Background: an optimization exercise with open tools, aiming at small area, a short achievable clock period and few clock cycles per item. Do not read the settings as production practice.
At most, simulation tests tie the RTL to the original design; equivalence was not proved.
Function not checked in runs 1 to 3: the RTL went through the layout flow alone.
Power figures rest on the tool's default switching activity, not on a simulated workload.

### config.mk
export PLATFORM = sky130hd
export DESIGN_NAME = ex_mem_top
export DESIGN_NICKNAME = ex_mem_top
export VERILOG_FILES = /design/flow/design.v
export SDC_FILE = /design/flow/constraint.sdc
export NUM_CORES = 4
export LEC_CHECK = 0
export CAP_MARGIN = 20
export CORE_MARGIN = 2
export CORE_UTILIZATION = 60
export CTS_BUF_LIST = sky130_fd_sc_hd__clkbuf_8
export CTS_CLUSTER_DIAMETER = 50
export CTS_CLUSTER_SIZE = 16
export SETUP_SLACK_MARGIN = 2.8
export SLEW_MARGIN = 20
export TNS_END_PERCENT = 100
### constraint.sdc
create_clock -name core_clock -period 5.0 [get_ports {clk_in}]
set_input_delay 1.0000 -clock core_clock [delete_from_list [all_inputs] [get_ports {clk_in}]]
set_output_delay 1.0000 -clock core_clock [all_outputs]
set_load 0.01 [all_outputs]
### design.v
`default_nettype none
package pipe_pkg;
    typedef logic [4:0] reg_addr_t;
    typedef logic [31:0] word_t;
    typedef logic [31:0] inst_addr_t;
    typedef logic [31:0] data_addr_t;
    typedef enum logic [3:0] {
        ADD = 4'd0,
        SUB = 4'd1,
        AND = 4'd2,
        OR  = 4'd3,
        XOR = 4'd4,
        SLT = 4'd5,
        SLL = 4'd6,
        SRL = 4'd7,
        BEQ = 4'd8,
        BNE = 4'd9,
        LW  = 4'd10,
        SW  = 4'd11,
        NOP = 4'd12
    } cmd_t;
    typedef struct packed {
        cmd_t       cmd;
        inst_addr_t pc;
        word_t      rs1;
        word_t      rs2;
        word_t      imm;
        reg_addr_t  rd;
    } issue_t;
    typedef struct packed {
        cmd_t       cmdtype;
        reg_addr_t  rsd_addr;
        word_t      rsd_data;
        logic       write_rsd;
        logic       branch;
        inst_addr_t branch_address;
        data_addr_t mem_addr;
        logic       mem_read;
    } ex_mem_t;
    typedef struct packed {
        reg_addr_t rd;
        word_t     data;
    } wb_t;
    typedef logic [5:0] stall_t;
    localparam int STALL_EX  = 3;
    localparam int STALL_MEM = 4;
endpackage
`default_nettype wire
`timescale 1ns/1ps
`default_nettype none
module ex_mem_top #(
    parameter int DMEM_WORDS = 16
) (
    input  logic        clk_in,
    input  logic        reset,
    input  logic        rdy_in,
    input  logic [3:0]  issue_cmd,
    input  logic [31:0] issue_pc,
    input  logic [31:0] issue_rs1,
    input  logic [31:0] issue_rs2,
    input  logic [31:0] issue_imm,
    input  logic [4:0]  issue_rd,
    input  logic        issue_strobe,
    output logic        ex_busy,
    output logic [4:0]  wb_rd,
    output logic [31:0] wb_data,
    output logic        wb_strobe,
    output logic        branch_taken,
    output logic [31:0] branch_target
);
    localparam logic [3:0] C_ADD = 4'd0;
    localparam logic [3:0] C_SUB = 4'd1;
    localparam logic [3:0] C_AND = 4'd2;
    localparam logic [3:0] C_OR  = 4'd3;
    localparam logic [3:0] C_XOR = 4'd4;
    localparam logic [3:0] C_SLT = 4'd5;
    localparam logic [3:0] C_SLL = 4'd6;
    localparam logic [3:0] C_SRL = 4'd7;
    localparam logic [3:0] C_BEQ = 4'd8;
    localparam logic [3:0] C_BNE = 4'd9;
    localparam logic [3:0] C_LW  = 4'd10;
    localparam logic [3:0] C_SW  = 4'd11;
    assign ex_busy = !rdy_in;
    logic accept;
    assign accept = issue_strobe && rdy_in;
    logic        d_br, d_sll, d_shift, d_inv, d_sw, d_wb, d_taken;
    logic [31:0] d_rs1, d_a, d_b, d_g;
    logic [5:0]  d_addr;
    always_comb begin
        d_br    = (issue_cmd == C_BEQ) || (issue_cmd == C_BNE);
        d_sll   = (issue_cmd == C_SLL);
        d_shift = (issue_cmd == C_SLL) || (issue_cmd == C_SRL);
        d_inv   = (issue_cmd == C_SUB) || (issue_cmd == C_SLT);
        d_sw    = (issue_cmd == C_SW);
        d_wb    = (issue_cmd <= C_SRL) || (issue_cmd == C_LW);
        d_taken = ((issue_rs1 == issue_rs2) == (issue_cmd == C_BEQ)) && d_br;
        d_addr  = issue_rs1[5:0] + issue_imm[5:0];
        for (int i = 0; i < 32; i++) d_rs1[i] = d_sll ? issue_rs1[31-i] : issue_rs1[i];
        if (d_shift && issue_rs2[4]) d_rs1 = {16'd0, d_rs1[31:16]};
        if (d_shift && issue_rs2[3]) d_rs1 = {8'd0, d_rs1[31:8]};
        if (d_shift && issue_rs2[2]) d_rs1 = {4'd0, d_rs1[31:4]};
        d_a = d_br ? issue_pc : (d_sw ? 32'd0 : issue_rs1);
        d_b = d_br ? issue_imm : (d_inv ? ~issue_rs2 : issue_rs2);
        d_g = d_shift ? d_rs1 : (d_a & d_b);
    end
    logic        s_wb, s_br, s_sw;
    logic [31:0] s_g, s_p;
    logic        s_cin, s_g0, s_and, s_xor;
    logic        s_sum, s_slt, s_srl, s_sll;
    logic [15:0] s_sel;
    logic [1:0]  s_sh;
    logic [4:0]  s_rd;
    always_ff @(posedge clk_in) begin
        if (reset) begin
            s_wb <= 1'b0;
            s_br <= 1'b0;
            s_sw <= 1'b0;
        end else begin
            s_wb <= accept && d_wb;
            s_br <= accept && d_taken;
            s_sw <= accept && d_sw;
        end
    end
    always_ff @(posedge clk_in) begin
        s_g   <= d_g;
        s_p   <= d_a ^ d_b;
        s_cin <= d_inv;
        s_g0  <= (d_a[0] ^ d_b[0]) ? d_inv : d_a[0];
        s_and <= (issue_cmd == C_AND) || (issue_cmd == C_OR);
        s_xor <= (issue_cmd == C_XOR) || (issue_cmd == C_OR);
        s_sum <= (issue_cmd == C_ADD) || (issue_cmd == C_SUB) || d_br;
        s_slt <= (issue_cmd == C_SLT);
        s_srl <= (issue_cmd == C_SRL);
        s_sll <= d_sll;
        for (int w = 0; w < 16; w++)
            s_sel[w] <= (d_addr[5:2] == 4'(w)) && ((issue_cmd == C_LW) || d_sw);
        s_sh  <= issue_rs2[1:0];
        s_rd  <= issue_rd;
    end
    logic [31:0] dmem [DMEM_WORDS];
    logic [31:0] gn, pg, pp, ng, np, sum, lg, sh, sh_rev, rdata, result;
    logic        lt;
    int          j;
    always_comb begin
        gn = s_g;
        pg = gn;
        pp = s_p;
        pg[0] = s_g0;
        for (int l = 0; l < 5; l++) begin
            ng = pg;
            np = pp;
            for (int i = 0; i < 32; i++) begin
                if (i >= (1 << l)) begin
                    j = i - (1 << l);
                    ng[i] = pg[i] | (pp[i] & pg[j]);
                    np[i] = pp[i] & pp[j];
                end
            end
            pg = ng;
            pp = np;
        end
        sum = s_p ^ {pg[30:0], s_cin};
        lg  = ({32{s_and}} & gn) | ({32{s_xor}} & s_p);
        lt  = s_p[31] ? !pg[30] : s_g[31];
        sh  = s_g >> s_sh;
        for (int i = 0; i < 32; i++) sh_rev[i] = sh[31-i];
        rdata = '0;
        for (int w = 0; w < 16; w++) rdata = rdata | ({32{s_sel[w]}} & dmem[w]);
        result = ({32{s_sum}} & sum) | lg | {31'd0, s_slt & lt} |
                 ({32{s_srl}} & sh) | ({32{s_sll}} & sh_rev) |
                 rdata;
    end
    always_ff @(posedge clk_in) begin
        for (int w = 0; w < 16; w++) begin
            if (s_sw && s_sel[w]) dmem[w] <= s_p;
        end
    end
    logic        pend_wb, pend_br;
    logic [31:0] res;
    logic [4:0]  res_rd;
    always_ff @(posedge clk_in) begin
        if (reset) begin
            wb_strobe    <= 1'b0;
            branch_taken <= 1'b0;
            pend_wb      <= 1'b0;
            pend_br      <= 1'b0;
        end else begin
            wb_strobe    <= rdy_in && (s_wb || pend_wb);
            branch_taken <= rdy_in && (s_br || pend_br);
            pend_wb      <= !rdy_in && (s_wb || pend_wb);
            pend_br      <= !rdy_in && (s_br || pend_br);
        end
    end
    always_ff @(posedge clk_in) begin
        if (s_wb || s_br) begin
            res    <= result;
            res_rd <= s_rd;
        end
    end
    assign wb_data       = res;
    assign branch_target = res;
    assign wb_rd         = res_rd;
endmodule
`default_nettype wire
### flow/run.sh
#!/bin/bash
# Standard ORFS layout (the standard.sh, unchanged synthesis), with two
# make settings: the port buffers start as buf_1 (the resizer may still
# upsize them), and clock tree synthesis inserts no dummy loads.
set -euo pipefail
bash standard.sh \
  BUFFER_PORTS_ARGS="-buffer_cell sky130_fd_sc_hd__buf_1" \
  CTS_ARGS="-sink_clustering_enable -repair_clock_nets -sink_clustering_size 16 -sink_clustering_max_diameter 50 -buf_list sky130_fd_sc_hd__clkbuf_8 -dont_use_dummy_load" \
  finish > standard_make.log 2>&1
### standard.sh
#!/bin/bash
# synth_recipe.tcl (not shown) runs the flow's synth.tcl, then flattens the netlist and writes it again
# the make line also repeats each setting of config.mk as NAME=value (left out here)
make -C /OpenROAD-flow-scripts/flow DESIGN_CONFIG=/design/flow/config.mk WORK_HOME=/design/flow/orfs CLKGATE_MAP_FILE= SYNTH_SCRIPT=/design/flow/synth_recipe.tcl "${@:-finish}"
==> impl_metrics.xml, run 1 <==
<?xml version="1.0" encoding="UTF-8"?>
<metrics>
  <group name="clock_network">
    <metric name="tritoncts.num_buffers" unit="">54</metric>
    <metric name="clock-root-buffer" unit="">clkbuf_8</metric>
    <metric name="clk_pin_slew_worst_paths" unit="ns">0.10</metric>
    <metric name="clock-sinks" unit="">651</metric>
    <metric name="tritoncts" unit="">done</metric>
    <metric name="htreeDepth" unit="">2</metric>
    <metric name="clock_path_buffers" unit="">3</metric>
    <metric name="insertion_delay" unit="ns">0.71</metric>
  </group>
  <group name="routing">
    <metric name="wl_per_cell" unit="um">34.6</metric>
    <metric name="route.vias.total" unit="">21500</metric>
    <metric name="antenna_violating_nets_post_route" unit="">0</metric>
    <metric name="detail_route.vias_per_cell" unit="">7.25</metric>
    <metric name="remaining_drc_errors" unit="">0</metric>
    <metric name="routed_wl" unit="um">103000</metric>
    <metric name="detail_route.iter0.violations" unit="">3204</metric>
    <metric name="drt-pass1-iter-count" unit="">21</metric>
  </group>
  <group name="sta">
    <metric name="final-max-slew-violation-count" unit="">0</metric>
    <metric name="fmax" unit="GHz">0.399</metric>
    <metric name="fin_setup_tns" unit="ns">0</metric>
    <metric name="setup_violations" unit="">0</metric>
    <metric name="max_slew.worst_pin.slew" unit="ns">0.962</metric>
    <metric name="slew_headroom" unit="%">35.8</metric>
    <metric name="clock_skew" unit="ns">0.108</metric>
    <metric name="finalHoldViolations" unit="">0</metric>
    <metric name="layout_worst_path_cycle_share" unit="%">50.1</metric>
    <metric name="period_needed" unit="ns">2.50</metric>
    <metric name="rsz_0062_raised_after_global_routing" unit="">true</metric>
  </group>
  <group name="floorplan">
    <metric name="io_pins" unit="">213</metric>
    <metric name="std_cell_rows" unit="">79</metric>
    <metric name="die_width" unit="um">222</metric>
    <metric name="die_area" unit="mm^2">0.0491</metric>
    <metric name="fp.dieH" unit="um">222</metric>
    <metric name="start_util" unit="%">60.9</metric>
    <metric name="placeableCoreArea" unit="mm^2">0.0467</metric>
  </group>
  <group name="pwr">
    <metric name="vdd_ir_drop_max" unit="uV">244</metric>
    <metric name="p_sw" unit="uW">3000</metric>
    <metric name="power_density" unit="mW/mm^2">333</metric>
    <metric name="total_power" unit="uW">10900</metric>
    <metric name="part_of_the_power_in_registers" unit="%">59.8</metric>
    <metric name="combPwrFrac" unit="%">16.4</metric>
    <metric name="clkPwrFrac" unit="%">23.8</metric>
    <metric name="switching_share" unit="%">27.6</metric>
    <metric name="cellLeakagePower" unit="uW">0.0111</metric>
    <metric name="internal_power" unit="uW">7880</metric>
  </group>
  <group name="logic_synthesis">
    <metric name="yosys_warnings" unit="">2</metric>
    <metric name="synthMostInstantiatedCell" unit="">edfxtp_1</metric>
    <metric name="list_of_most_frequent_post_synthesis_cells" unit="">edfxtp_1 (549), a22oi_1 (240), nand2_1 (166)</metric>
    <metric name="number_of_library_cell_types_mapped_by_synthesis" unit="">76</metric>
    <metric name="syn_area_per_cell" unit="um^2">13.5</metric>
    <metric name="synth_largest_area_cell" unit="">edfxtp_1</metric>
    <metric name="async_flop_share" unit="%">0</metric>
    <metric name="mappedNetlistNets" unit="">2282</metric>
    <metric name="synth_cells" unit="">2104</metric>
    <metric name="proportion_of_synthesized_chip_area_in_sequential_cells" unit="%">65.3</metric>
    <metric name="yosysTopAreaCellShare" unit="%">58.1</metric>
    <metric name="post_synth_instance_area" unit="mm^2">0.0284</metric>
    <metric name="ys_seq_elements" unit="">651</metric>
    <metric name="yosys_most_used_dff" unit="">edfxtp_1</metric>
    <metric name="ys_top_cells_by_area" unit="">edfxtp_1 (58%), dfxtp_1 (7.2%), a22oi_1 (6.3%), xnor2_1 (2.6%), nand2_1 (2.2%)</metric>
    <metric name="synth_enable_flop_cells" unit="">549</metric>
  </group>
  <group name="global_route">
    <metric name="grt_start_max_net_pins" unit="">72</metric>
    <metric name="via_count_of_the_first_global_routing_pass" unit="">20900</metric>
    <metric name="grtUsageTotal" unit="%">41.2</metric>
    <metric name="grt-ovfl-total" unit="">0</metric>
    <metric name="global_route_wire_length_before_repair" unit="um">145000</metric>
    <metric name="number_of_antenna_violations_at_the_first_check_in_global_routing" unit="">0</metric>
  </group>
  <group name="setup_path">
    <metric name="rr_worst_depth" unit="">9</metric>
    <metric name="timing.critical_path.slowest_stage_cell" unit="">dfxtp_1</metric>
    <metric name="critPathMaxFanout" unit="">23</metric>
    <metric name="slowest_delay" unit="ns">0.38</metric>
    <metric name="most_repeated_library_cell_on_the_critical_path" unit="">a21oi_2</metric>
    <metric name="cp_cell_sequence" unit="">buf_8, nand2_1, o21ai_1, nand2b_1, a21oi_2, o21ai_4, a311o_1, a21oi_2, a2111o_1</metric>
    <metric name="cp_data_required_time" unit="ns">5.38</metric>
    <metric name="criticalPathCategory" unit="">register to register</metric>
    <metric name="crit_path_end_kind" unit="">register</metric>
    <metric name="arrival" unit="ns">2.88</metric>
    <metric name="setup.worst_path.start_class" unit="">register</metric>
  </group>
  <group name="finish">
    <metric name="layout_cells_sized_above_1" unit="%">22.4</metric>
    <metric name="num-nets-final" unit="">2542</metric>
    <metric name="area.growth.synth_to_final" unit="%">15.2</metric>
  </group>
  <group name="run_status">
    <metric name="outcome" unit="">finished clean</metric>
  </group>
  <group name="place">
    <metric name="place.port_buffers" unit="">212</metric>
    <metric name="finalWeightedCongestion" unit="">0.972</metric>
    <metric name="place_hpwl" unit="um">61700</metric>
  </group>
  <group name="job">
    <metric name="max_cap_violations" unit="">0</metric>
  </group>
  <group name="min_path">
    <metric name="worstHoldPathCells" unit="">1</metric>
    <metric name="worstHoldPathType" unit="">input pin to register</metric>
  </group>
</metrics>
-- registers in the layout, summed over array words and instances (netlist names), 2 cells and up --
signal,count
s_sel,16
s_rd,5
s_p,32
res_rd,5
s_sh,2
res,32
dmem,512
s_g,32
-- layer usage --
metal	GRT usage, %	part of all wire (%)
met5	0	0
met4	21.3	6.2
met3	9.57	13
met2	63.3	45
met1	55.5	36
-- through the flow --
| stage | instance area (um^2) | hold slack [ns] | util [%] | std cells | worst slack (ns) |
|---|---|---|---|---|---|
| finish | 32700 | 0.383 | 70.1 | 2971 | 2.50 |
| detailed placement | 29700 | 0.395 | 63.6 | 2799 | 1.33 |
| global route | 32700 | 0.386 | 70.1 | 2969 | 2.46 |
| global placement | 29600 | 0.386 | 63.5 | 2799 | 1.32 |
| floorplan | 28600 | 0.386 | - | 2104 | 2.40 |
| CTS | 32100 | 0.360 | 68.8 | 2938 | 2.61 |
-- cell usage in the layout (no fill, tap or decap), types with 31 or more instances in the layout --
cell type and instances:
buf_1 147, nand4_1 52, a21oi_1 33, ha_1 31, nand3_1 33, edfxtp_1 549, a221oi_1 40, buf_6 34
clkbuf_2 52, a22o_1 69, a22oi_1 238, dfxtp_1 45, buf_4 112, nand2_1 156, xnor2_1 83, dfxtp_4 34
o21ai_0 55, nor2_1 77, clkbuf_8 54
-- path summary, 6_finish.rpt --
kind / start / endpoint / slack (ns)
worst max register to register: s_p[10] / res[0] / 2.50
worst min-delay path: issue_rd[1] / s_rd[1] / 0.38
worst min register to register: s_rd[3] / res_rd[3] / 0.40
worst max-delay path: s_p[10] / res[0] / 2.50
-- worst max-delay path: cells and delay by family, from the launching register on --
family | cells | cell delay (ns)
flip-flops | 1 | 0.38
buffers and inverters | 1 | 0.21
AND/OR/NAND/NOR | 2 | 0.25
AO/OA/AOI/OAI | 6 | 1.32
-- power by group through the flow --
| stage | clock [uW] | sequential (uW) | combinational, uW |
|---|---|---|---|
| final | 2590 | 6510 | 1780 |
| after global routing | 2770 | 6510 | 1860 |
| after CTS | 2590 | 6490 | 1640 |
| after detailed placement | 0 | 6670 | 1230 |
| after global placement | 0 | 6660 | 1220 |
| after floorplan | 0 | 6480 | 808 |
-- layout make-up --
| cell class | instances | area [um^2] |
|---|---|---|
| Multi-Input combinational cell | 1263 | 9740 |
| Sequential cell | 651 | 18700 |
| Antenna cell | 2 | 5.00 |
| Clock buffer | 54 | 743 |
| Timing Repair Buffer | 379 | 2680 |
| Tap cell | 607 | 759 |
| Timing Repair inverter | 2 | 27.5 |
| Inverter | 13 | 67.6 |
| Fill cell | 3277 | 13900 |
-- logic make-up (layout without fill, tap and decap cells) --
logic type | Yosys count | count (layout) | synth area share, %
multiplexers | 66 | 66 | 3.61
flip-flops | 651 | 651 | 65.3
XOR/XNOR | 96 | 96 | 2.96
AO/OA/AOI/OAI | 628 | 628 | 16.1
AND/OR/NAND/NOR | 434 | 436 | 7.21
buffers and inverters | 192 | 448 | 3.22
other | 0 | 2 | 0
adder cells (fa/ha/maj) | 37 | 37 | 1.63
-- what timing repair did --
action,in CTS,in global routing
hold buffers,0,0
setup buffers,74,30
pin swaps,51,53
endpoints found under the setup margin,399,145
resized for setup,258,125
gates cloned,11,1
==> inputs of run 2 (changes only) <==
--- a/design.v
+++ b/design.v
@@ -84,7 +84,8 @@
     logic accept;
     assign accept = issue_strobe && rdy_in;
     logic        d_br, d_sll, d_shift, d_inv, d_sw, d_wb, d_taken;
-    logic [31:0] d_rs1, d_a, d_b, d_g;
+    logic        d_and, d_or, d_logic;
+    logic [31:0] d_rs1, d_a, d_b, d_g, d_p;
     logic [5:0]  d_addr;
     always_comb begin
         d_br    = (issue_cmd == C_BEQ) || (issue_cmd == C_BNE);
@@ -92,6 +93,9 @@
         d_shift = (issue_cmd == C_SLL) || (issue_cmd == C_SRL);
         d_inv   = (issue_cmd == C_SUB) || (issue_cmd == C_SLT);
         d_sw    = (issue_cmd == C_SW);
+        d_and   = (issue_cmd == C_AND);
+        d_or    = (issue_cmd == C_OR);
+        d_logic = d_and || d_or || (issue_cmd == C_XOR);
         d_wb    = (issue_cmd <= C_SRL) || (issue_cmd == C_LW);
         d_taken = ((issue_rs1 == issue_rs2) == (issue_cmd == C_BEQ)) && d_br;
         d_addr  = issue_rs1[5:0] + issue_imm[5:0];
@@ -101,11 +105,12 @@
         if (d_shift && issue_rs2[2]) d_rs1 = {4'd0, d_rs1[31:4]};
         d_a = d_br ? issue_pc : (d_sw ? 32'd0 : issue_rs1);
         d_b = d_br ? issue_imm : (d_inv ? ~issue_rs2 : issue_rs2);
-        d_g = d_shift ? d_rs1 : (d_a & d_b);
+        d_g = d_shift ? d_rs1 : (d_logic ? 32'd0 : (d_a & d_b));
+        d_p = d_and ? (d_a & d_b) : (d_or ? (d_a | d_b) : (d_a ^ d_b));
     end
     logic        s_wb, s_br, s_sw;
     logic [31:0] s_g, s_p;
-    logic        s_cin, s_g0, s_and, s_xor;
+    logic        s_cin, s_g0;
     logic        s_sum, s_slt, s_srl, s_sll;
     logic [15:0] s_sel;
     logic [1:0]  s_sh;
@@ -123,12 +128,10 @@
     end
     always_ff @(posedge clk_in) begin
         s_g   <= d_g;
-        s_p   <= d_a ^ d_b;
+        s_p   <= d_p;
         s_cin <= d_inv;
-        s_g0  <= (d_a[0] ^ d_b[0]) ? d_inv : d_a[0];
-        s_and <= (issue_cmd == C_AND) || (issue_cmd == C_OR);
-        s_xor <= (issue_cmd == C_XOR) || (issue_cmd == C_OR);
-        s_sum <= (issue_cmd == C_ADD) || (issue_cmd == C_SUB) || d_br;
+        s_g0  <= (d_a[0] ^ d_b[0]) ? d_inv : (d_a[0] && !d_logic);
+        s_sum <= (issue_cmd == C_ADD) || (issue_cmd == C_SUB) || d_br || d_logic;
         s_slt <= (issue_cmd == C_SLT);
         s_srl <= (issue_cmd == C_SRL);
         s_sll <= d_sll;
@@ -138,7 +141,7 @@
         s_rd  <= issue_rd;
     end
     logic [31:0] dmem [DMEM_WORDS];
-    logic [31:0] gn, pg, pp, ng, np, sum, lg, sh, sh_rev, rdata, result;
+    logic [31:0] gn, pg, pp, ng, np, sum, sh, sh_rev, rdata, result;
     logic        lt;
     int          j;
     always_comb begin
@@ -150,8 +153,8 @@
             ng = pg;
             np = pp;
             for (int i = 0; i < 32; i++) begin
-                if (i >= (1 << l)) begin
-                    j = i - (1 << l);
+                if ((i >> l) & 1) begin
+                    j = ((i >> l) << l) - 1;
                     ng[i] = pg[i] | (pp[i] & pg[j]);
                     np[i] = pp[i] & pp[j];
                 end
@@ -160,13 +163,12 @@
             pp = np;
         end
         sum = s_p ^ {pg[30:0], s_cin};
-        lg  = ({32{s_and}} & gn) | ({32{s_xor}} & s_p);
         lt  = s_p[31] ? !pg[30] : s_g[31];
         sh  = s_g >> s_sh;
         for (int i = 0; i < 32; i++) sh_rev[i] = sh[31-i];
         rdata = '0;
         for (int w = 0; w < 16; w++) rdata = rdata | ({32{s_sel[w]}} & dmem[w]);
-        result = ({32{s_sum}} & sum) | lg | {31'd0, s_slt & lt} |
+        result = ({32{s_sum}} & sum) | {31'd0, s_slt & lt} |
                  ({32{s_srl}} & sh) | ({32{s_sll}} & sh_rev) |
                  rdata;
     end
--- a/flow/run.sh
+++ b/flow/run.sh
@@ -6,4 +6,5 @@
 bash standard.sh \
   BUFFER_PORTS_ARGS="-buffer_cell sky130_fd_sc_hd__buf_1" \
   CTS_ARGS="-sink_clustering_enable -repair_clock_nets -sink_clustering_size 16 -sink_clustering_max_diameter 50 -buf_list sky130_fd_sc_hd__clkbuf_8 -dont_use_dummy_load" \
+  MATCH_CELL_FOOTPRINT=0 \
   finish > standard_make.log 2>&1
==> run 2 against run 1 <==
  * First-iteration DRC count fell by 7.6%
  * Worst hold slack got worse by 0.013 ns
  * Combinational power fell by 6%
  * Synthesized cell count increased by 0.81%
  * Final area grew 2.0%
  * Critical path type unchanged
==> impl_metrics.xml, run 2 <==
<?xml version="1.0" encoding="UTF-8"?>
<metrics>
  <group name="run_status">
    <metric name="outcome" unit="">finished clean</metric>
  </group>
  <group name="logic_synthesis">
    <metric name="yosysTopAreaCellShare" unit="%">57.3</metric>
    <metric name="synth_cells" unit="">2121</metric>
    <metric name="synth_enable_flop_cells" unit="">549</metric>
    <metric name="synth_largest_area_cell" unit="">edfxtp_1</metric>
    <metric name="synthMostInstantiatedCell" unit="">edfxtp_1</metric>
    <metric name="yosys_warnings" unit="">2</metric>
    <metric name="syn_area_per_cell" unit="um^2">13.6</metric>
    <metric name="mappedNetlistNets" unit="">2335</metric>
    <metric name="yosys_most_used_dff" unit="">edfxtp_1</metric>
    <metric name="async_flop_share" unit="%">0</metric>
    <metric name="post_synth_instance_area" unit="mm^2">0.0288</metric>
    <metric name="ys_seq_elements" unit="">649</metric>
    <metric name="number_of_library_cell_types_mapped_by_synthesis" unit="">73</metric>
    <metric name="ys_top_cells_by_area" unit="">edfxtp_1 (57%), dfxtp_1 (7.0%), a22oi_1 (4.7%), ha_1 (3.2%), a22o_1 (2.1%)</metric>
    <metric name="proportion_of_synthesized_chip_area_in_sequential_cells" unit="%">64.3</metric>
    <metric name="list_of_most_frequent_post_synthesis_cells" unit="">edfxtp_1 (549), a22oi_1 (182), nand2_1 (120), nor2_1 (120), dfxtp_1 (100)</metric>
  </group>
  <group name="sta">
    <metric name="rsz_0062_raised_after_global_routing" unit="">true</metric>
    <metric name="worst_hold_slack" unit="ns">0.370</metric>
    <metric name="max_slew.worst_pin.slew" unit="ns">0.946</metric>
    <metric name="final-max-slew-violation-count" unit="">0</metric>
    <metric name="fin_setup_tns" unit="ns">0</metric>
    <metric name="fmax" unit="GHz">0.366</metric>
    <metric name="layout_worst_path_cycle_share" unit="%">54.6</metric>
    <metric name="clock_skew" unit="ns">0.0949</metric>
    <metric name="slew_headroom" unit="%">36.9</metric>
    <metric name="period_needed" unit="ns">2.73</metric>
    <metric name="finalHoldViolations" unit="">0</metric>
    <metric name="setup_violations" unit="">0</metric>
  </group>
  <group name="setup_path">
    <metric name="timing.critical_path.slowest_stage_cell" unit="">dfxtp_2</metric>
    <metric name="cp_cell_sequence" unit="">ha_4, o21ai_4, nand2b_1, nor3_2, o31ai_4, a21oi_2, o21bai_1, ha_2, a221oi_2, and3_1, nand4_1</metric>
    <metric name="r2r_setup_slk" unit="ns">2.27</metric>
    <metric name="worstReg2RegStart" unit="">s_g0</metric>
    <metric name="slowest_delay" unit="ns">0.36</metric>
    <metric name="endpoint" unit="">res[8]</metric>
    <metric name="worst-path-stages" unit="">11</metric>
    <metric name="criticalPathCategory" unit="">register to register</metric>
    <metric name="critPathMaxFanout" unit="">2</metric>
    <metric name="setup.worst_path.start_class" unit="">register</metric>
    <metric name="arrival" unit="ns">3.05</metric>
    <metric name="cp_num_buf_inv" unit="">0</metric>
    <metric name="rr_endpoint" unit="">res[8]</metric>
    <metric name="cp_data_required_time" unit="ns">5.32</metric>
    <metric name="cell_class_contributing_the_biggest_share_of_worst_path_delay" unit="">compound AO/OA/AOI/OAI gates</metric>
    <metric name="rr_worst_depth" unit="">11</metric>
    <metric name="worst_setup_path_startpoint" unit="">s_g0</metric>
    <metric name="crit_path_end_kind" unit="">register</metric>
  </group>
  <group name="floorplan">
    <metric name="die_width" unit="um">223</metric>
    <metric name="die_area" unit="mm^2">0.0497</metric>
    <metric name="placeableCoreArea" unit="mm^2">0.0475</metric>
    <metric name="start_util" unit="%">60.5</metric>
    <metric name="io_pins" unit="">213</metric>
    <metric name="std_cell_rows" unit="">80</metric>
    <metric name="fp.dieH" unit="um">223</metric>
  </group>
  <group name="clock_network">
    <metric name="clk_pin_slew_worst_paths" unit="ns">0.09</metric>
    <metric name="insertion_delay" unit="ns">0.69</metric>
    <metric name="clock-sinks" unit="">649</metric>
    <metric name="tritoncts" unit="">done</metric>
    <metric name="clock_path_buffers" unit="">3</metric>
    <metric name="clock-root-buffer" unit="">clkbuf_8</metric>
    <metric name="htreeDepth" unit="">2</metric>
    <metric name="tritoncts.num_buffers" unit="">55</metric>
  </group>
  <group name="global_route">
    <metric name="grt_start_max_net_pins" unit="">65</metric>
    <metric name="grtUsageTotal" unit="%">38.5</metric>
    <metric name="number_of_antenna_violations_at_the_first_check_in_global_routing" unit="">0</metric>
    <metric name="via_count_of_the_first_global_routing_pass" unit="">19800</metric>
    <metric name="global_route_wire_length_before_repair" unit="um">137000</metric>
    <metric name="grt-ovfl-total" unit="">0</metric>
  </group>
  <group name="pwr">
    <metric name="cellLeakagePower" unit="uW">0.0119</metric>
    <metric name="vdd_ir_drop_max" unit="uV">276</metric>
    <metric name="power_density" unit="mW/mm^2">324</metric>
  </group>
  <group name="finish">
    <metric name="layout.cells.most_common_list" unit="">edfxtp_1 (549), a22oi_1 (161), buf_1 (140), buf_4 (117), nand2_1 (114)</metric>
    <metric name="layout_cells_sized_above_1" unit="%">23.4</metric>
    <metric name="largest_register_by_flop_count" unit="">dmem</metric>
    <metric name="layout_commonest_cell" unit="">edfxtp_1</metric>
    <metric name="antenna_cells_inserted" unit="">0</metric>
    <metric name="fillCellCount" unit="">3291</metric>
    <metric name="area.growth.synth_to_final" unit="%">15.9</metric>
    <metric name="num-nets-final" unit="">2618</metric>
    <metric name="largest_register_ffs" unit="">512</metric>
  </group>
  <group name="routing">
    <metric name="antenna_violating_nets_post_route" unit="">0</metric>
    <metric name="wl_per_cell" unit="um">32.6</metric>
    <metric name="route.vias.total" unit="">21000</metric>
    <metric name="remaining_drc_errors" unit="">0</metric>
    <metric name="drt-pass1-iter-count" unit="">6</metric>
    <metric name="detail_route.vias_per_cell" unit="">6.96</metric>
    <metric name="detail_route.iter0.violations" unit="">2962</metric>
    <metric name="routed_wl" unit="um">98300</metric>
  </group>
  <group name="job">
    <metric name="max_cap_violations" unit="">0</metric>
  </group>
  <group name="place">
    <metric name="place_hpwl" unit="um">61200</metric>
    <metric name="finalWeightedCongestion" unit="">0.930</metric>
    <metric name="place.port_buffers" unit="">212</metric>
  </group>
  <group name="min_path">
    <metric name="worstHoldPathType" unit="">register to register</metric>
  </group>
</metrics>
run 2: changes by cell type in the layout (fill, tap and decap cells not counted), sizes merged, moves of 28 or more:
cell / change
a21oi: +28
ha: +36
inv: +59
xnor2: -38
a22oi: -58
nand2: -47
nor2: +34
run 2: cell type report:
cell class,count,area [um^2],share of cell area (%)
sequential,649,18600,55.8
multi-input combinational,1240,10300,30.7
timing repair buffer,384,2660,7.99
tap,615,769,2.31
clock buffer,55,757,2.27
inverter,74,280,0.840
run 2: kinds of logic (layout without fill, tap and decap cells):
family | after synthesis | count (layout) | synth area share (%)
compound gates | 600 | 600 | 15.5
xor+xnor | 85 | 85 | 2.59
fa+ha+maj | 73 | 73 | 3.17
buf+inv | 234 | 513 | 3.79
flops | 649 | 649 | 64.3
mux | 68 | 68 | 3.74
simple gates | 412 | 414 | 6.95
run 2: per-stage QoR:
step | util [%] | instance area [um^2] | total power [uW] | setup slack, ns | cells
after floorplan | - | 29300 | 7330 | 2.37 | 2121
after CTS | 68.2 | 32400 | 10600 | 2.41 | 2969
after global routing | 70.2 | 33400 | 11100 | 2.26 | 3017
after detailed placement | 64.1 | 30500 | 7950 | 1.32 | 2853
after global placement | 64.1 | 30500 | 7910 | 1.31 | 2853
final | 70.2 | 33400 | 10800 | 2.27 | 3017
run 2: per-layer routing:
layer | GRT usage [%] | up-vias | share of wire (%)
met3 | 7.12 | 277 | 12
met5 | 0 | - | 0
met1 | 54.3 | 10400 | 38
met2 | 60.5 | 1529 | 46
li1 | - | 8761 | -
met4 | 13.7 | 0 | 4.5
run 2: how the worst min path moves through the flow:
stage / endpoint / start / cells after the start / slack, ns
floorplan: res_rd[0] / s_rd[0] / 0 / 0.39
global placement: res_rd[3] / s_rd[3] / 0 / 0.39
detailed placement: res_rd[0] / s_rd[0] / 0 / 0.39
CTS: res_rd[4] / s_rd[4] / 0 / 0.37
global route: res_rd[4] / s_rd[4] / 0 / 0.39
finish: res_rd[4] / s_rd[4] / 0 / 0.37
run 2: where the power goes:
part           switching [uW]  internal (uW)  leakage [uW]  total, uW
combinational             967            700       0.00574       1670
clock                    1630            976      0.000395       2600
sequential                352           6190       0.00572       6540
run 2: repair_timing:
item | 4_1_cts | 5_1_grt
hold endpoints to repair | 0 | 0
buffers inserted | 57 | 40
hold buffers | 0 | 0
pin swaps | 43 | 54
endpoints found under the setup margin | 499 | 185
cloned | 4 | 8
gates resized for setup | 231 | 150
==> inputs of run 3 (changes only) <==
--- a/design.v
+++ b/design.v
@@ -84,8 +84,7 @@
     logic accept;
     assign accept = issue_strobe && rdy_in;
     logic        d_br, d_sll, d_shift, d_inv, d_sw, d_wb, d_taken;
-    logic        d_and, d_or, d_logic;
-    logic [31:0] d_rs1, d_a, d_b, d_g, d_p;
+    logic [31:0] d_rs1, d_a, d_b;
     logic [5:0]  d_addr;
     always_comb begin
         d_br    = (issue_cmd == C_BEQ) || (issue_cmd == C_BNE);
@@ -93,59 +92,52 @@
         d_shift = (issue_cmd == C_SLL) || (issue_cmd == C_SRL);
         d_inv   = (issue_cmd == C_SUB) || (issue_cmd == C_SLT);
         d_sw    = (issue_cmd == C_SW);
-        d_and   = (issue_cmd == C_AND);
-        d_or    = (issue_cmd == C_OR);
-        d_logic = d_and || d_or || (issue_cmd == C_XOR);
         d_wb    = (issue_cmd <= C_SRL) || (issue_cmd == C_LW);
         d_taken = ((issue_rs1 == issue_rs2) == (issue_cmd == C_BEQ)) && d_br;
         d_addr  = issue_rs1[5:0] + issue_imm[5:0];
         for (int i = 0; i < 32; i++) d_rs1[i] = d_sll ? issue_rs1[31-i] : issue_rs1[i];
         if (d_shift && issue_rs2[4]) d_rs1 = {16'd0, d_rs1[31:16]};
-        if (d_shift && issue_rs2[3]) d_rs1 = {8'd0, d_rs1[31:8]};
-        if (d_shift && issue_rs2[2]) d_rs1 = {4'd0, d_rs1[31:4]};
-        d_a = d_br ? issue_pc : (d_sw ? 32'd0 : issue_rs1);
+        d_a = d_br ? issue_pc : d_rs1;
         d_b = d_br ? issue_imm : (d_inv ? ~issue_rs2 : issue_rs2);
-        d_g = d_shift ? d_rs1 : (d_logic ? 32'd0 : (d_a & d_b));
-        d_p = d_and ? (d_a & d_b) : (d_or ? (d_a | d_b) : (d_a ^ d_b));
     end
-    logic        s_wb, s_br, s_sw;
-    logic [31:0] s_g, s_p;
-    logic        s_cin, s_g0;
+    logic        s_wb, s_br;
+    logic [31:0] s_a, s_p;
+    logic        s_cin, s_g0, s_and, s_xor;
     logic        s_sum, s_slt, s_srl, s_sll;
     logic [15:0] s_sel;
-    logic [1:0]  s_sh;
+    logic [3:0]  s_sh;
     logic [4:0]  s_rd;
     always_ff @(posedge clk_in) begin
         if (reset) begin
             s_wb <= 1'b0;
             s_br <= 1'b0;
-            s_sw <= 1'b0;
         end else begin
             s_wb <= accept && d_wb;
             s_br <= accept && d_taken;
-            s_sw <= accept && d_sw;
         end
     end
     always_ff @(posedge clk_in) begin
-        s_g   <= d_g;
-        s_p   <= d_p;
+        s_a   <= d_a;
+        s_p   <= d_a ^ d_b;
         s_cin <= d_inv;
-        s_g0  <= (d_a[0] ^ d_b[0]) ? d_inv : (d_a[0] && !d_logic);
-        s_sum <= (issue_cmd == C_ADD) || (issue_cmd == C_SUB) || d_br || d_logic;
+        s_g0  <= (d_a[0] ^ d_b[0]) ? d_inv : d_a[0];
+        s_and <= (issue_cmd == C_AND) || (issue_cmd == C_OR);
+        s_xor <= (issue_cmd == C_XOR) || (issue_cmd == C_OR);
+        s_sum <= (issue_cmd == C_ADD) || (issue_cmd == C_SUB) || d_br;
         s_slt <= (issue_cmd == C_SLT);
         s_srl <= (issue_cmd == C_SRL);
         s_sll <= d_sll;
         for (int w = 0; w < 16; w++)
-            s_sel[w] <= (d_addr[5:2] == 4'(w)) && ((issue_cmd == C_LW) || d_sw);
-        s_sh  <= issue_rs2[1:0];
+            s_sel[w] <= (d_addr[5:2] == 4'(w)) && (issue_cmd == C_LW);
+        s_sh  <= issue_rs2[3:0];
         s_rd  <= issue_rd;
     end
     logic [31:0] dmem [DMEM_WORDS];
-    logic [31:0] gn, pg, pp, ng, np, sum, sh, sh_rev, rdata, result;
+    logic [31:0] gn, pg, pp, ng, np, sum, lg, sh, sh_rev, rdata, result;
     logic        lt;
     int          j;
     always_comb begin
-        gn = s_g;
+        gn = s_a & ~s_p;
         pg = gn;
         pp = s_p;
         pg[0] = s_g0;
@@ -163,18 +155,19 @@
             pp = np;
         end
         sum = s_p ^ {pg[30:0], s_cin};
-        lt  = s_p[31] ? !pg[30] : s_g[31];
-        sh  = s_g >> s_sh;
+        lg  = ({32{s_and}} & gn) | ({32{s_xor}} & s_p);
+        lt  = s_p[31] ? !pg[30] : s_a[31];
+        sh  = s_a >> s_sh;
         for (int i = 0; i < 32; i++) sh_rev[i] = sh[31-i];
         rdata = '0;
         for (int w = 0; w < 16; w++) rdata = rdata | ({32{s_sel[w]}} & dmem[w]);
-        result = ({32{s_sum}} & sum) | {31'd0, s_slt & lt} |
+        result = ({32{s_sum}} & sum) | lg | {31'd0, s_slt & lt} |
                  ({32{s_srl}} & sh) | ({32{s_sll}} & sh_rev) |
                  rdata;
     end
     always_ff @(posedge clk_in) begin
         for (int w = 0; w < 16; w++) begin
-            if (s_sw && s_sel[w]) dmem[w] <= s_p;
+            if (accept && !reset && d_sw && d_addr[5:2] == 4'(w)) dmem[w] <= issue_rs2;
         end
     end
     logic        pend_wb, pend_br;
==> run 3 against run 2 <==
  * Worst setup slack worse by 0.099 ns
  * Final cell count decreased by 1.1%
  * Worst hold slack gained 0.043 ns
  * Maximum frequency is 3.5% lower
  * First-iteration DRC count increased by 33%
  * Sequential share of layout area decreased by 2.1 points
  * Synthesized area decreased by 5.0%
  * Utilization is 6.8 points higher
  * Clock skew grew 0.017 ns
  * Largest cell class unchanged
  * Largest power group unchanged
==> impl_metrics.xml, run 3 <==
<?xml version="1.0" encoding="UTF-8"?>
<metrics>
  <group name="logic_synthesis">
    <metric name="proportion_of_synthesized_chip_area_in_sequential_cells" unit="%">67.8</metric>
    <metric name="number_of_library_cell_types_mapped_by_synthesis" unit="">72</metric>
    <metric name="yosys_warnings" unit="">2</metric>
    <metric name="synth_cells" unit="">1962</metric>
    <metric name="synth_largest_area_cell" unit="">edfxtp_1</metric>
    <metric name="yosysTopAreaCellShare" unit="%">60.3</metric>
    <metric name="async_flop_share" unit="%">0</metric>
    <metric name="yosys_most_used_dff" unit="">edfxtp_1</metric>
    <metric name="synthMostInstantiatedCell" unit="">edfxtp_1</metric>
    <metric name="ys_seq_elements" unit="">652</metric>
    <metric name="list_of_most_frequent_post_synthesis_cells" unit="">edfxtp_1 (549), a22oi_1 (147), nand2_1 (113)</metric>
    <metric name="post_synth_instance_area" unit="mm^2">0.0273</metric>
    <metric name="synth_enable_flop_cells" unit="">549</metric>
    <metric name="ys_top_cells_by_area" unit="">edfxtp_1 (60%), dfxtp_1 (7.5%), a22oi_1 (4.0%), xnor2_1 (2.3%), mux2i_1 (2.2%)</metric>
    <metric name="mappedNetlistNets" unit="">2107</metric>
    <metric name="syn_area_per_cell" unit="um^2">13.9</metric>
  </group>
  <group name="pwr">
    <metric name="vdd_ir_drop_max" unit="uV">302</metric>
    <metric name="power_density" unit="mW/mm^2">314</metric>
    <metric name="cellLeakagePower" unit="uW">0.0115</metric>
  </group>
  <group name="floorplan">
    <metric name="placeableCoreArea" unit="mm^2">0.0452</metric>
    <metric name="die_width" unit="um">217</metric>
    <metric name="std_cell_rows" unit="">78</metric>
    <metric name="io_pins" unit="">213</metric>
    <metric name="die_area" unit="mm^2">0.0473</metric>
    <metric name="start_util" unit="%">60.5</metric>
    <metric name="fp.dieH" unit="um">217</metric>
  </group>
  <group name="global_route">
    <metric name="via_count_of_the_first_global_routing_pass" unit="">20000</metric>
    <metric name="grtUsageTotal" unit="%">47.6</metric>
    <metric name="global_route_wire_length_before_repair" unit="um">154000</metric>
    <metric name="grt-ovfl-total" unit="">0</metric>
    <metric name="grt_start_max_net_pins" unit="">56</metric>
    <metric name="number_of_antenna_violations_at_the_first_check_in_global_routing" unit="">3</metric>
  </group>
  <group name="finish">
    <metric name="fillCellCount" unit="">2662</metric>
    <metric name="layout_commonest_cell" unit="">edfxtp_1</metric>
    <metric name="largest_register_ffs" unit="">512</metric>
    <metric name="layout_cells_sized_above_1" unit="%">30.2</metric>
    <metric name="layout.cells.most_common_list" unit="">edfxtp_1 (549), buf_1 (154), a22oi_1 (146), buf_4 (146), nand2_1 (105)</metric>
    <metric name="num-nets-final" unit="">2528</metric>
    <metric name="final_util" unit="%">76.9</metric>
    <metric name="largest_register_by_flop_count" unit="">dmem</metric>
    <metric name="area.growth.synth_to_final" unit="%">27.1</metric>
    <metric name="instances_no_fill" unit="">2985</metric>
  </group>
  <group name="clock_network">
    <metric name="clock-sinks" unit="">652</metric>
    <metric name="tritoncts.num_buffers" unit="">52</metric>
    <metric name="insertion_delay" unit="ns">0.74</metric>
    <metric name="clock_path_buffers" unit="">3</metric>
    <metric name="tritoncts" unit="">done</metric>
    <metric name="htreeDepth" unit="">2</metric>
    <metric name="clock-root-buffer" unit="">clkbuf_8</metric>
    <metric name="clk_pin_slew_worst_paths" unit="ns">0.09</metric>
  </group>
  <group name="sta">
    <metric name="period_needed" unit="ns">2.83</metric>
    <metric name="setup_violations" unit="">0</metric>
    <metric name="fmax" unit="GHz">0.354</metric>
    <metric name="layout_worst_path_cycle_share" unit="%">56.6</metric>
    <metric name="setup_ws" unit="ns">2.17</metric>
    <metric name="finalHoldViolations" unit="">0</metric>
    <metric name="rsz_0062_raised_after_global_routing" unit="">true</metric>
    <metric name="fin_setup_tns" unit="ns">0</metric>
    <metric name="max_slew.worst_pin.slew" unit="ns">1.02</metric>
    <metric name="clock_skew" unit="ns">0.112</metric>
    <metric name="final-max-slew-violation-count" unit="">0</metric>
    <metric name="slew_headroom" unit="%">32.0</metric>
  </group>
  <group name="job">
    <metric name="max_cap_violations" unit="">0</metric>
  </group>
  <group name="place">
    <metric name="finalWeightedCongestion" unit="">1.04</metric>
    <metric name="post-place-ws" unit="ns">0.944</metric>
    <metric name="place.port_buffers" unit="">212</metric>
    <metric name="dp_cells" unit="">2695</metric>
    <metric name="place_hpwl" unit="um">65800</metric>
  </group>
  <group name="routing">
    <metric name="remaining_drc_errors" unit="">0</metric>
    <metric name="detail_route.vias_per_cell" unit="">7.43</metric>
    <metric name="drt-pass1-iter-count" unit="">9</metric>
    <metric name="routed-wl-met3" unit="um">19900</metric>
    <metric name="routed_wl" unit="um">117000</metric>
    <metric name="m1_wire_length" unit="um">37300</metric>
    <metric name="route.vias.total" unit="">22200</metric>
    <metric name="antenna_violating_nets_post_route" unit="">0</metric>
    <metric name="wl_per_cell" unit="um">39.1</metric>
    <metric name="detail_route.iter0.violations" unit="">3944</metric>
    <metric name="met2RoutedLength" unit="um">49800</metric>
    <metric name="highest_layer" unit="">met5</metric>
  </group>
  <group name="setup_path">
    <metric name="arrival" unit="ns">3.21</metric>
    <metric name="critPathMaxFanout" unit="">7</metric>
    <metric name="cp_data_required_time" unit="ns">5.38</metric>
    <metric name="crit_path_end_kind" unit="">register</metric>
    <metric name="criticalPathCategory" unit="">input pin to register</metric>
    <metric name="setup.worst_path.start_class" unit="">input pin</metric>
  </group>
  <group name="min_path">
    <metric name="worstHoldPathType" unit="">register to register</metric>
  </group>
  <group name="run_status">
    <metric name="outcome" unit="">finished clean</metric>
  </group>
</metrics>
run 3: worst paths after layout:
kind              depth (start not counted)           end  slack [ns]         start
setup / recovery                         13  dmem[10][11]        2.17  issue_imm[1]
hold / removal                            0     res_rd[0]        0.41       s_rd[0]
setup reg to reg                          8       res[29]        2.34          s_g0
hold reg to reg                           0     res_rd[0]        0.41       s_rd[0]
run 3: through the flow:
stage	cell area (um^2)	hold slack [ns]	power (uW)
global route	34700	0.422	11100
global placement	29100	0.387	7730
detailed placement	29100	0.393	7740
CTS	33300	0.414	10500
floorplan	27700	0.386	7090
finish	34800	0.412	10900
run 3: cells by family after synthesis:
kind of cell	count (synthesis)	share of synthesized area (%)
xor gates and xnor gates	130	4.16
buffers and inverters	172	2.91
DFF	652	67.8
AOI/OAI and AO/OA	521	14.0
and+or+nand+nor	393	6.83
adders and majority gates	4	0.183
muxes	90	4.08
run 3: cell type report:
| cell class | count | area, um^2 | area share (%) |
|---|---|---|---|
| diodes | 4 | 10.0 | 0.0288 |
| clock buffers | 52 | 716 | 2.06 |
| inverters | 19 | 83.8 | 0.241 |
| multi-input cells | 1141 | 9490 | 27.3 |
| flip-flops and latches | 652 | 18700 | 53.8 |
| well taps | 600 | 751 | 2.16 |
| repair buffers | 516 | 5010 | 14.4 |
| repair inverters | 1 | 5.00 | 0.0144 |
run 3: worst max-delay path: stages:
cell and delay, ns:
buf_8 0.10, ha_4 0.23, a31oi_4 0.17, nor2b_2 0.07, o21a_1 0.20, o21a_1 0.23, nor2_4 0.16, buf_12 0.12
xor2_4 0.22, nand2_4 0.16, nor2_4 0.17, buf_12 0.20, buf_12 0.16
run 3: timing repair:
action / CTS / global route
hold buffers: 0 / 0
buffers inserted: 110 / 65
gates resized for setup: 419 / 184
gates cloned: 45 / 14
pin swaps: 78 / 84
endpoints found under the setup margin: 673 / 625
run 3: per-layer routing:
layer	up-vias	GRT usage (%)
li1	8527	-
met1	10800	62.9
met2	2299	68.7
met3	538	15.0
met4	6	29.4
met5	-	1.04
run 3: report_power, final:
part	switching (uW)	total, uW	internal (uW)
registers	298	6310	6010
clock network	1680	2610	927
logic	1180	1980	807
total	3160	10900	7750
==> inputs of run 4 (changes only) <==
--- a/design.v
+++ b/design.v
@@ -97,10 +97,10 @@
         d_addr  = issue_rs1[5:0] + issue_imm[5:0];
         for (int i = 0; i < 32; i++) d_rs1[i] = d_sll ? issue_rs1[31-i] : issue_rs1[i];
         if (d_shift && issue_rs2[4]) d_rs1 = {16'd0, d_rs1[31:16]};
-        d_a = d_br ? issue_pc : d_rs1;
+        d_a = d_br ? issue_pc : (d_sw ? 32'd0 : d_rs1);
         d_b = d_br ? issue_imm : (d_inv ? ~issue_rs2 : issue_rs2);
     end
-    logic        s_wb, s_br;
+    logic        s_wb, s_br, s_sw;
     logic [31:0] s_a, s_p;
     logic        s_cin, s_g0, s_and, s_xor;
     logic        s_sum, s_slt, s_srl, s_sll;
@@ -111,9 +111,11 @@
         if (reset) begin
             s_wb <= 1'b0;
             s_br <= 1'b0;
+            s_sw <= 1'b0;
         end else begin
             s_wb <= accept && d_wb;
             s_br <= accept && d_taken;
+            s_sw <= accept && d_sw;
         end
     end
     always_ff @(posedge clk_in) begin
@@ -128,7 +130,7 @@
         s_srl <= (issue_cmd == C_SRL);
         s_sll <= d_sll;
         for (int w = 0; w < 16; w++)
-            s_sel[w] <= (d_addr[5:2] == 4'(w)) && (issue_cmd == C_LW);
+            s_sel[w] <= (d_addr[5:2] == 4'(w)) && ((issue_cmd == C_LW) || d_sw);
         s_sh  <= issue_rs2[3:0];
         s_rd  <= issue_rd;
     end
@@ -167,7 +169,7 @@
     end
     always_ff @(posedge clk_in) begin
         for (int w = 0; w < 16; w++) begin
-            if (accept && !reset && d_sw && d_addr[5:2] == 4'(w)) dmem[w] <= issue_rs2;
+            if (s_sw && s_sel[w]) dmem[w] <= s_p;
         end
     end
     logic        pend_wb, pend_br;
==> flow/run.sh (replaced) <==
#!/bin/bash
# Standard ORFS layout (the standard.sh, unchanged synthesis), with two
# make settings: the port buffers start as buf_1 (the resizer may still
# upsize them), and clock tree synthesis inserts no dummy loads.
set -euo pipefail
bash standard.sh \
  BUFFER_PORTS_ARGS="-buffer_cell sky130_fd_sc_hd__buf_1" \
  CTS_ARGS="-sink_clustering_enable -repair_clock_nets -sink_clustering_size 16 -sink_clustering_max_diameter 50 -buf_list sky130_fd_sc_hd__clkbuf_8 -dont_use_dummy_load -root_buf sky130_fd_sc_hd__clkbuf_16" \
  MATCH_CELL_FOOTPRINT=0 \
  finish > standard_make.log 2>&1
--- a/config.mk
+++ b/config.mk
@@ -11,6 +11,6 @@
 export CTS_BUF_LIST = sky130_fd_sc_hd__clkbuf_8
 export CTS_CLUSTER_DIAMETER = 50
 export CTS_CLUSTER_SIZE = 16
-export SETUP_SLACK_MARGIN = 2.8
+export SETUP_SLACK_MARGIN = 2.7
 export SLEW_MARGIN = 20
 export TNS_END_PERCENT = 100
==> run 4 against run 3 <==
  * Clock power increased by 2%
  * Final cell count decreased by 4.5%
  * Critical path depth decreased by 6
  * Register-to-register slack improved by 0.22 ns
  * Wire length decreased by 17%
  * Clock-buffer cell count increased by 1
  * Still clean on timing, DRC and antenna
  * Via count decreased by 8.3%
  * Total power increased by 2.7%
  * Non-clock buffer count decreased by 148
  * Synthesized cell count increased by 1.2%
  * Worst setup slack improved by 0.39 ns
  * Sequential share of layout area increased by 4.6 points
==> impl_metrics.xml, run 4 <==
<?xml version="1.0" encoding="UTF-8"?>
<metrics>
  <group name="logic_synthesis">
    <metric name="proportion_of_synthesized_chip_area_in_sequential_cells" unit="%">67.0</metric>
    <metric name="yosys_warnings" unit="">2</metric>
    <metric name="ys_top_cells_by_area" unit="">edfxtp_1 (59%), dfxtp_1 (7.5%), a22oi_1 (3.7%), xnor2_1 (2.7%), mux2i_1 (2.2%)</metric>
    <metric name="syn_area_per_cell" unit="um^2">14.0</metric>
    <metric name="number_of_library_cell_types_mapped_by_synthesis" unit="">89</metric>
    <metric name="ys_seq_elements" unit="">653</metric>
    <metric name="synth_enable_flop_cells" unit="">549</metric>
    <metric name="synth_cells" unit="">1985</metric>
    <metric name="list_of_most_frequent_post_synthesis_cells" unit="">edfxtp_1 (549), a22oi_1 (138), nor2_1 (114)</metric>
    <metric name="mappedNetlistNets" unit="">2130</metric>
    <metric name="yosysTopAreaCellShare" unit="%">59.5</metric>
    <metric name="yosys_most_used_dff" unit="">edfxtp_1</metric>
    <metric name="async_flop_share" unit="%">0</metric>
    <metric name="synthMostInstantiatedCell" unit="">edfxtp_1</metric>
    <metric name="synth_largest_area_cell" unit="">edfxtp_1</metric>
    <metric name="post_synth_instance_area" unit="mm^2">0.0277</metric>
  </group>
  <group name="setup_path">
    <metric name="slowest_delay" unit="ns">0.36</metric>
    <metric name="timing.critical_path.slowest_stage_cell" unit="">dfxtp_4</metric>
    <metric name="most_repeated_library_cell_on_the_critical_path" unit="">a221oi_2</metric>
    <metric name="criticalPathCategory" unit="">register to register</metric>
    <metric name="arrival" unit="ns">2.72</metric>
    <metric name="crit_path_end_kind" unit="">register</metric>
    <metric name="critPathMaxFanout" unit="">17</metric>
    <metric name="setup.worst_path.start_class" unit="">register</metric>
    <metric name="cp_cell_sequence" unit="">buf_12, a22o_1, a221oi_2, nand4_1, a221oi_2, o21ai_1, a221o_1</metric>
    <metric name="cp_data_required_time" unit="ns">5.28</metric>
  </group>
  <group name="global_route">
    <metric name="grt-ovfl-total" unit="">0</metric>
    <metric name="grt_start_max_net_pins" unit="">40</metric>
    <metric name="number_of_antenna_violations_at_the_first_check_in_global_routing" unit="">1</metric>
    <metric name="global_route_wire_length_before_repair" unit="um">133000</metric>
    <metric name="grtUsageTotal" unit="%">39.4</metric>
    <metric name="via_count_of_the_first_global_routing_pass" unit="">19000</metric>
  </group>
  <group name="finish">
    <metric name="final_util" unit="%">70.4</metric>
    <metric name="area.growth.synth_to_final" unit="%">15.5</metric>
    <metric name="fillCellCount" unit="">3106</metric>
    <metric name="largest_register_ffs" unit="">512</metric>
    <metric name="layout.cells.most_common_list" unit="">edfxtp_1 (549), buf_1 (205), a22oi_1 (137), nor2_1 (105), nand2_1 (97)</metric>
    <metric name="layout_cells_sized_above_1" unit="%">20.0</metric>
    <metric name="num-nets-final" unit="">2399</metric>
    <metric name="largest_register_by_flop_count" unit="">dmem</metric>
    <metric name="antenna_cells_inserted" unit="">0</metric>
    <metric name="layout_commonest_cell" unit="">edfxtp_1</metric>
  </group>
  <group name="sta">
    <metric name="final-max-slew-violation-count" unit="">0</metric>
    <metric name="layout_worst_path_cycle_share" unit="%">48.8</metric>
    <metric name="setup_violations" unit="">0</metric>
    <metric name="slew_headroom" unit="%">35.2</metric>
    <metric name="max_slew.worst_pin.slew" unit="ns">0.970</metric>
    <metric name="rsz_0062_raised_after_global_routing" unit="">true</metric>
    <metric name="fin_setup_tns" unit="ns">0</metric>
    <metric name="fmax" unit="GHz">0.410</metric>
    <metric name="period_needed" unit="ns">2.44</metric>
    <metric name="finalHoldViolations" unit="">0</metric>
    <metric name="clock_skew" unit="ns">0.0895</metric>
    <metric name="worst_hold_slack" unit="ns">0.413</metric>
  </group>
  <group name="clock_network">
    <metric name="clock_path_buffers" unit="">3</metric>
    <metric name="clock-root-buffer" unit="">clkbuf_16</metric>
    <metric name="clock-sinks" unit="">653</metric>
    <metric name="clk_pin_slew_worst_paths" unit="ns">0.09</metric>
    <metric name="tritoncts" unit="">done</metric>
    <metric name="insertion_delay" unit="ns">0.60</metric>
    <metric name="hold_buffers" unit="">0</metric>
    <metric name="htreeDepth" unit="">2</metric>
    <metric name="tritoncts.num_buffers" unit="">53</metric>
  </group>
  <group name="floorplan">
    <metric name="std_cell_rows" unit="">78</metric>
    <metric name="fp.dieH" unit="um">219</metric>
    <metric name="placeableCoreArea" unit="mm^2">0.0455</metric>
    <metric name="die_width" unit="um">219</metric>
    <metric name="start_util" unit="%">61.0</metric>
    <metric name="die_area" unit="mm^2">0.0479</metric>
    <metric name="io_pins" unit="">213</metric>
  </group>
  <group name="place">
    <metric name="finalWeightedCongestion" unit="">0.995</metric>
    <metric name="place.port_buffers" unit="">212</metric>
    <metric name="place_hpwl" unit="um">59600</metric>
  </group>
  <group name="run_status">
    <metric name="outcome" unit="">finished clean</metric>
  </group>
  <group name="routing">
    <metric name="antenna_violating_nets_post_route" unit="">0</metric>
    <metric name="detail_route.vias_per_cell" unit="">7.13</metric>
    <metric name="wl_per_cell" unit="um">34.2</metric>
    <metric name="drt-pass1-iter-count" unit="">8</metric>
    <metric name="routed_wl" unit="um">97400</metric>
    <metric name="route.vias.total" unit="">20300</metric>
    <metric name="remaining_drc_errors" unit="">0</metric>
    <metric name="detail_route.iter0.violations" unit="">3440</metric>
  </group>
  <group name="job">
    <metric name="max_cap_violations" unit="">0</metric>
  </group>
  <group name="pwr">
    <metric name="cellLeakagePower" unit="uW">0.0105</metric>
    <metric name="p_sw" unit="uW">3140</metric>
    <metric name="power_density" unit="mW/mm^2">350</metric>
    <metric name="part_of_the_power_in_registers" unit="%">58.7</metric>
    <metric name="internal_power" unit="uW">8060</metric>
    <metric name="combPwrFrac" unit="%">17.5</metric>
    <metric name="clkPwrFrac" unit="%">23.8</metric>
    <metric name="vdd_ir_drop_max" unit="uV">313</metric>
    <metric name="switching_share" unit="%">28.1</metric>
  </group>
  <group name="min_path">
    <metric name="worstHoldPathType" unit="">register to register</metric>
  </group>
</metrics>
-- run 4: cell count changes after synthesis, sizes merged, moves of 8 or more --
cell   delta
o21a      -9
mux4      +8
nand4     +8
o22ai    -12
buf      +10
mux2      -9
a21oi    +19
and2     +18
a22oi     -9
xor2     -17
nand2     -9
xnor2    +13
-- run 4: cell type report --
| cell class | instances | area, um^2 | area share [%] |
|---|---|---|---|
| clock buffer | 53 | 786 | 2.45 |
| sequential | 653 | 18700 | 58.4 |
| multi-input combinational | 1158 | 9030 | 28.2 |
| timing repair buffer | 368 | 2660 | 8.31 |
| tap | 600 | 751 | 2.34 |
| inverter | 20 | 98.8 | 0.309 |
-- run 4: final timing paths --
kind,from,endpoint,cells after the start,slack (ns)
min,s_rd[3],res_rd[3],0,0.41
max reg2reg,s_sel[3],res[8],7,2.56
max,s_sel[3],res[8],7,2.56
min reg2reg,s_rd[3],res_rd[3],0,0.41
-- run 4: power groups by stage --
stage	Clock, uW	Combinational [uW]	Sequential [uW]
CTS	2670	1610	6570
floorplan	0	927	6540
finish	2670	1960	6570
global route	2860	2030	6580
detailed placement	0	1430	6700
global placement	0	1430	6690
-- run 4: cells by family after synthesis --
logic type                 synth area share [%]
AOI/OAI and AO/OA                          14.1
muxes                                      4.51
buffers and inverters                      3.07
xor gates and xnor gates                   3.98
and+or+nand+nor                            7.16
adders and majority gates                 0.181
DFF                                        67.0
-- run 4: what timing repair did --
item                                    in CTS  in global routing
resized for setup                          199                133
pin swaps                                   27                 37
hold endpoints to repair                     0                  0
endpoints found under the setup margin     132                 68
cloned                                       8                  7
buffers inserted                            39                 44
-- run 4: worst max-delay path, delay by kind of cell (launching register included) --
family	cells	cell delay, ns
AO/OA/AOI/OAI	5	1.21
buffers and inverters	1	0.16
flip-flops	1	0.36
AND/OR/NAND/NOR	1	0.36
-- run 4: stage by stage --
step	area [um^2]	instances	total power, uW	worst slack [ns]
2_1_floorplan	27800	1985	7470	2.53
3_3_place_gp	29000	2700	8110	1.79
3_5_place_dp	29000	2700	8130	1.78
4_1_cts	31000	2800	10800	2.63
5_1_grt	32000	2852	11500	2.55
6_report	32000	2852	11200	2.56
-- run 4: layer usage --
metal	track usage [%]	part of all wire [%]
met1	53.4	36
met2	61.6	46
met3	8.43	12
met4	17.8	5.4
met5	0	0.011
Testbench counts of run 4, summed over its fixed seeds: cycles 16,016, ops 16,000.
==> inputs of run 5 (changes only) <==
==> flow/run.sh (replaced) <==
#!/bin/bash
set -euo pipefail
bash standard.sh \
  BUFFER_PORTS_ARGS="-buffer_cell sky130_fd_sc_hd__buf_1" \
  CTS_ARGS="-sink_clustering_enable -repair_clock_nets -sink_clustering_size 22 -sink_clustering_max_diameter 50 -buf_list sky130_fd_sc_hd__clkbuf_16 -dont_use_dummy_load" \
  MATCH_CELL_FOOTPRINT=0 \
  finish > standard_make.log 2>&1
==> run 5 against run 4 <==
  * Synthesized area unchanged
  * Clock power up 24%
  * Combinational power about the same
  * Total power up 5.6%
==> impl_metrics.xml, run 5 <==
<?xml version="1.0" encoding="UTF-8"?>
<metrics>
  <group name="sta">
    <metric name="finalHoldViolations" unit="">0</metric>
    <metric name="rsz_0062_raised_after_global_routing" unit="">true</metric>
    <metric name="fin_setup_tns" unit="ns">0</metric>
    <metric name="clock_skew" unit="ns">0.0848</metric>
    <metric name="period_needed" unit="ns">2.39</metric>
    <metric name="setup_violations" unit="">0</metric>
    <metric name="slew_headroom" unit="%">36.6</metric>
    <metric name="layout_worst_path_cycle_share" unit="%">47.8</metric>
  </group>
  <group name="pwr">
    <metric name="part_of_the_power_in_registers" unit="%">55.6</metric>
    <metric name="vdd_ir_drop_max" unit="uV">369</metric>
    <metric name="combPwrFrac" unit="%">16.4</metric>
    <metric name="clkPwrFrac" unit="%">28.0</metric>
    <metric name="internal_power" unit="uW">8630</metric>
    <metric name="switching_share" unit="%">27.0</metric>
    <metric name="power_density" unit="mW/mm^2">367</metric>
    <metric name="p_sw" unit="uW">3200</metric>
  </group>
  <group name="finish">
    <metric name="layout_commonest_cell" unit="">edfxtp_1</metric>
    <metric name="largest_register_by_flop_count" unit="">dmem</metric>
    <metric name="layout.cells.most_common_list" unit="">edfxtp_1 (549), buf_1 (205), a22oi_1 (137), nor2_1 (105), nand2_1 (99)</metric>
    <metric name="antenna_cells_inserted" unit="">0</metric>
    <metric name="largest_register_ffs" unit="">512</metric>
    <metric name="final_util" unit="%">70.9</metric>
    <metric name="num-nets-final" unit="">2384</metric>
    <metric name="layout_cells_sized_above_1" unit="%">19.3</metric>
  </group>
  <group name="setup_path">
    <metric name="setup.worst_path.start_class" unit="">register</metric>
    <metric name="criticalPathCategory" unit="">register to register</metric>
    <metric name="cp_data_required_time" unit="ns">5.31</metric>
    <metric name="critPathMaxFanout" unit="">33</metric>
    <metric name="rr_worst_depth" unit="">6</metric>
    <metric name="crit_path_end_kind" unit="">register</metric>
    <metric name="arrival" unit="ns">2.70</metric>
    <metric name="cell_class_contributing_the_biggest_share_of_worst_path_delay" unit="">compound AO/OA/AOI/OAI gates</metric>
    <metric name="timing.critical_path.slowest_stage_cell" unit="">a2111oi_4</metric>
    <metric name="rr_endpoint" unit="">res[23]</metric>
    <metric name="worstReg2RegStart" unit="">s_sel[10]</metric>
  </group>
  <group name="min_path">
    <metric name="worstHoldPathType" unit="">register to register</metric>
    <metric name="worstHoldPathCells" unit="">0</metric>
    <metric name="whs_endpoint" unit="">res_rd[2]</metric>
  </group>
  <group name="clock_network">
    <metric name="clock-sinks" unit="">653</metric>
    <metric name="clk_pin_slew_worst_paths" unit="ns">0.08</metric>
    <metric name="tritoncts.num_buffers" unit="">46</metric>
    <metric name="clock-root-buffer" unit="">clkbuf_16</metric>
    <metric name="htreeDepth" unit="">2</metric>
  </group>
  <group name="logic_synthesis">
    <metric name="ys_seq_elements" unit="">653</metric>
    <metric name="yosysTopAreaCellShare" unit="%">59.5</metric>
    <metric name="mappedNetlistNets" unit="">2130</metric>
    <metric name="yosys_warnings" unit="">2</metric>
    <metric name="synthMostInstantiatedCell" unit="">edfxtp_1</metric>
    <metric name="async_flop_share" unit="%">0</metric>
    <metric name="yosys_most_used_dff" unit="">edfxtp_1</metric>
    <metric name="number_of_library_cell_types_mapped_by_synthesis" unit="">89</metric>
    <metric name="synth_enable_flop_cells" unit="">549</metric>
    <metric name="synth_cells" unit="">1985</metric>
  </group>
  <group name="global_route">
    <metric name="grt-ovfl-total" unit="">0</metric>
    <metric name="grt_start_max_net_pins" unit="">40</metric>
    <metric name="number_of_antenna_violations_at_the_first_check_in_global_routing" unit="">2</metric>
    <metric name="via_count_of_the_first_global_routing_pass" unit="">18900</metric>
    <metric name="grtUsageTotal" unit="%">39.4</metric>
  </group>
  <group name="floorplan">
    <metric name="fp.dieH" unit="um">219</metric>
    <metric name="start_util" unit="%">61.0</metric>
    <metric name="std_cell_rows" unit="">78</metric>
    <metric name="io_pins" unit="">213</metric>
    <metric name="placeableCoreArea" unit="mm^2">0.0455</metric>
  </group>
  <group name="routing">
    <metric name="route.vias.total" unit="">20300</metric>
    <metric name="detail_route.vias_per_cell" unit="">7.15</metric>
    <metric name="routed_wl" unit="um">97300</metric>
    <metric name="detail_route.iter0.violations" unit="">3316</metric>
    <metric name="remaining_drc_errors" unit="">0</metric>
    <metric name="wl_per_cell" unit="um">34.3</metric>
  </group>
  <group name="run_status">
    <metric name="outcome" unit="">finished clean</metric>
  </group>
  <group name="job">
    <metric name="max_cap_violations" unit="">0</metric>
  </group>
</metrics>
-- run 5: area by class of cell --
class	count	area, um^2
Sequential cell	653	18700
Fill cell	3065	13200
Multi-Input combinational cell	1159	9010
Timing Repair Buffer	359	2540
Clock buffer	46	1150
Tap cell	600	751
Inverter	20	98.8
-- run 5: per-stage QoR --
step | cells | hold slack [ns] | worst slack, ns | total power [uW]
floorplan | 1985 | 0.386 | 2.53 | 7470
global placement | 2700 | 0.386 | 1.79 | 8110
detailed placement | 2700 | 0.393 | 1.78 | 8130
CTS | 2788 | 0.409 | 2.62 | 11500
global route | 2837 | 0.414 | 2.57 | 12100
finish | 2837 | 0.409 | 2.61 | 11800
-- run 5: how the worst max path moves through the flow --
stage / start / end / slack, ns / cells after the start
6_report: s_sel[10] / res[23] / 2.61 / 6
2_1_floorplan: issue_rs1[1] / s_sel[10] / 2.53 / 9
3_5_place_dp: issue_cmd[1] / s_p[8] / 1.78 / 9
4_1_cts: s_p[20] / res[27] / 2.62 / 9
3_3_place_gp: issue_cmd[1] / s_p[16] / 1.79 / 7
5_1_grt: s_sh[3] / res[0] / 2.57 / 9
-- run 5: worst register-to-register path: cells and delay by family (launching register included) --
kind	cells	cell delay, ns
AOI/OAI and AO/OA	3	1.02
and+or+nand+nor	2	0.56
DFF	1	0.32
buffers and inverters	1	0.20
-- run 5: per-layer routing --
layer  track usage [%]  vias to the layer above  wire (um)  share of wire [%]
met5                 0                        -         11              0.011
met4              17.7                        2       5470                5.6
met3              9.11                      313      12600                 13
met2              61.6                     1684      44600                 46
met1              53.1                    10000      34600                 36
li1                  -                     8289          -                  -
-- run 5: kinds of logic after synthesis --
logic type | count (synthesis) | share of synthesized area (%)
flops | 653 | 67.0
compound gates | 523 | 14.1
simple gates | 410 | 7.16
buf+inv | 176 | 3.07
xor+xnor | 126 | 3.98
mux | 93 | 4.51
fa+ha+maj | 4 | 0.181
-- run 5: power by group through the flow --
stage	clock network, uW	registers [uW]	logic (uW)
final	3310	6580	1940
after global routing	3500	6580	2020
after CTS	3320	6570	1600
after detailed placement	0	6700	1430
after global placement	0	6690	1430
after floorplan	0	6540	927
-- run 5: what timing repair did --
action	CTS	global route
cloned	7	7
gates resized for setup	188	141
pin swaps	29	39
setup buffers	35	41
setup endpoints to repair	129	80

Check on run 5: ideal ports give 2.611 ns setup slack; a clkbuf_16 on the clock port and buf_2 on the inputs give 2.611 ns; moving port delays by the midpoint clock arrival (0.636 ns) as well gives 2.074 ns.
